Source: an optimization exercise on an open RTL-to-GDS flow (aim: small area and few clock cycles). Production flows keep margins and buffers that such runs may drop.
Where RTL was checked, it was by simulation tests only, not by an equivalence proof against the original.

Design rgb_led_blink_breathe_driver, start of the top module:
module rgb_led_blink_breathe_driver
(
    input  logic       clk,
    input  logic       rst_n,
    input  logic       cmd_valid,
    output logic       cmd_ready,
    input  logic [1:0] cmd_func,
    input  logic [7:0] cmd_red,
    input  logic [7:0] cmd_green,
    input  logic [7:0] cmd_blue,
    input  logic        cfg_valid,
    output logic        cfg_ready,
    input  logic        cfg_addr,
    input  logic [15:0] cfg_data,
    output logic       led_valid,
    input  logic       led_ready,
    output logic [7:0] led_duty_red,
    output logic [7:0] led_duty_green,
    output logic [7:0] led_duty_blue
);
Size: ~1,700 cells after synthesis, about 110 flip-flops, about 75 I/O pins, roughly 0.014 mm^2 of cells after synthesis.
==> module rgbd_front, before the edit <==
module rgbd_front
(
    input  logic        clk,
    input  logic        rst_n,
    input  logic        en,          
    input  logic        cmd_valid,
    output logic        cmd_ready,
    input  logic [1:0]  cmd_func,
    input  logic [23:0] cmd_colour,
    input  logic        cfg_valid,
    input  logic        cfg_addr,
    input  logic [15:0] cfg_data,
    output logic        produce,     
    output logic        show_wave,   
    output logic [7:0]  next_idx,    
    output logic [20:0] half_base    
);
    localparam logic [1:0] FUNC_TICK  = 2'd0;
    localparam logic [1:0] FUNC_SET   = 2'd1;
    localparam logic [1:0] FUNC_BLINK = 2'd2;
    localparam logic [1:0] FUNC_PULSE = 2'd3;
    logic [15:0] blink_time_reg;
    logic [15:0] pulse_step_reg;
    logic        blink_on_reg;
    logic        pulse_on_reg;
    logic        stale_reg;
    logic [15:0] acc_reg;
    logic [20:0] half_base_reg;
    logic [15:0] acc_sum;
    logic [15:0] acc_sum2;
    logic        accept;
    logic        blink_end;
    logic        colour_zero;
    assign cmd_ready   = en && !stale_reg;
    assign accept      = cmd_valid && cmd_ready;
    rgbd_add16 u_add_step (
        .a    (acc_reg),
        .b    (blink_on_reg ? 16'd1 : pulse_step_reg),
        .cin  (1'b0),
        .s    (acc_sum),
        .cout ()
    );
    rgbd_add16 u_add_step2 (
        .a    (acc_reg),
        .b    ({pulse_step_reg[14:0], 1'b0}),
        .cin  (1'b0),
        .s    (acc_sum2),
        .cout ()
    );
    rgbd_add16 u_cmp_time (
        .a    (acc_sum),
        .b    (~blink_time_reg),
        .cin  (1'b1),
        .s    (),
        .cout (blink_end)
    );
    assign colour_zero = (cmd_colour == 24'd0);
    assign half_base   = half_base_reg;
    always_comb
    begin
        produce   = 1'b0;
        show_wave = 1'b0;
        next_idx  = acc_sum[15:8];
        if (accept)
        begin
            case (cmd_func)
                FUNC_TICK:
                begin
                    produce   = blink_on_reg ? blink_end : pulse_on_reg;
                    show_wave = !blink_on_reg;
                    next_idx  = acc_sum2[15:8];
                end
                FUNC_PULSE:
                begin
                    produce   = colour_zero;
                    next_idx  = {~pulse_step_reg[15], pulse_step_reg[14:8]};
                end
                default:
                    produce   = 1'b1;
            endcase
        end
    end
    always_ff @(posedge clk or negedge rst_n)
    begin
        if (!rst_n)
        begin
            blink_time_reg <= 16'd200;
            pulse_step_reg <= 16'd33;
            stale_reg      <= 1'b0;
        end
        else
        begin
            if (cfg_valid)
            begin
                if (cfg_addr) pulse_step_reg <= cfg_data;
                else          blink_time_reg <= cfg_data;
            end
            stale_reg <= cfg_valid && cfg_addr;
        end
    end
    always_ff @(posedge clk or negedge rst_n)
    begin
        if (!rst_n)
        begin
            blink_on_reg <= 1'b0;
            pulse_on_reg <= 1'b0;
        end
        else if (accept)
        begin
            case (cmd_func)
                FUNC_TICK:
                    if (blink_on_reg && blink_end) blink_on_reg <= 1'b0;
                FUNC_SET:
                    ;
                FUNC_BLINK:
                begin
                    blink_on_reg <= 1'b1;
                    pulse_on_reg <= 1'b0;
                end
                default:
                begin
                    blink_on_reg <= 1'b0;
                    pulse_on_reg <= !colour_zero;
                end
            endcase
        end
    end
    always_ff @(posedge clk)
    begin
        if (accept)
        begin
            case (cmd_func)
                FUNC_TICK:  acc_reg <= acc_sum;
                FUNC_SET:   ;
                FUNC_BLINK: acc_reg <= 16'h0000;
                default:    acc_reg <= 16'h8000;
            endcase
            if (cmd_func == FUNC_PULSE)
                half_base_reg <= {cmd_colour[23:17], cmd_colour[15:9], cmd_colour[7:1]};
        end
    end
endmodule
Settings: LEC_CHECK=0, ABC_AREA=1, CAP_MARGIN=20, CORE_MARGIN=2, CORE_UTILIZATION=40, SLEW_MARGIN=20; clock period 6.0 ns.
standard.sh (not shown) runs the stock make flow with config.mk's settings and CLKGATE_MAP_FILE= SYNTH_SCRIPT=/design/flow/synth_recipe.tcl, a recipe that flattens the netlist after the stock synthesis.
==> flow/flow/run.sh <==
#!/bin/bash
set -euo pipefail
WORK=$(pwd)
bash "$WORK/standard.sh" "BUFFER_PORTS_ARGS=-buffer_cell sky130_fd_sc_hd__buf_1" finish > "$WORK/orfs_make.log" 2>&1
test -s "$WORK/out/final.def"
Rerun with:
--- a/flow/design.v
+++ b/flow/design.v
@@ -181,5 +181,5 @@
     assign cmd_ready   = en && !stale_reg;
     assign accept      = cmd_valid && cmd_ready;
-    rgbd_add16 u_add_step (
+        rgbd_add16 u_add_step (
         .a    (acc_reg),
         .b    (blink_on_reg ? 16'd1 : pulse_step_reg),
@@ -195,11 +195,12 @@
         .cout ()
     );
-    rgbd_add16 u_cmp_time (
-        .a    (acc_sum),
-        .b    (~blink_time_reg),
-        .cin  (1'b1),
-        .s    (),
-        .cout (blink_end)
-    );
+    always_comb
+    begin
+        logic c;
+        c = 1'b1;
+        for (int i = 0; i < 16; i++)
+            c = (acc_sum[i] & ~blink_time_reg[i]) | (c & (acc_sum[i] | ~blink_time_reg[i]));
+        blink_end = c;
+    end
     assign colour_zero = (cmd_colour == 24'd0);
     assign half_base   = half_base_reg;
=> Global-route usage came out higher by 0.75 points. Routed wire length came out lower by 3.4%. Flip-flop and latch count does not change. Via count came out lower by 4.1%. First-iteration DRC count came out lower by 1.3%. Worst setup slack gains 0.029 ns. Cell area came out lower by 2.3%. Clock-buffer cell count came out lower by 1. Die area came out lower by 5.0%. Critical path depth came out lower by 1. Non-clock buffer count came out higher by 26. Sequential share of layout area came out higher by 0.47 points.
Testbench counts after the change, summed over its fixed seeds: cycles 20,208.
The RTL of the first run of this note was laid out without a check of its function.

==> port drivers added, routing unchanged <==
No port has a modelled driver above. Below, the same layouts with a new extraction and two added sets of constraints.
Step 1: set_driving_cell puts a clkbuf_16 on clk and a buf_2 on each other input, an assumption about the parent block.
Step 2 adds t to the input delays and takes it off the output delays; t is the mean of the earliest and latest rising clock arrival at the registers after step 1. Input paths then give back, and output paths get back, about the clock's delay inside the block.
Three values: no drivers, after step 1, after step 2; two values: the first two.
run	t, ns	setup WS [ns]	hold WS [ns]	worst setup path after step 2	worst register clock-pin slew, ns
the first run	0.480	0.270 / 0.270 / 0.270	0.484 / 0.484 / 0.484	register to register	0.07 / 0.07
the second run	0.483	0.299 / 0.299 / 0.299	0.486 / 0.486 / 0.486	register to register	0.07 / 0.07
After both steps setup and hold are still met in every run listed.
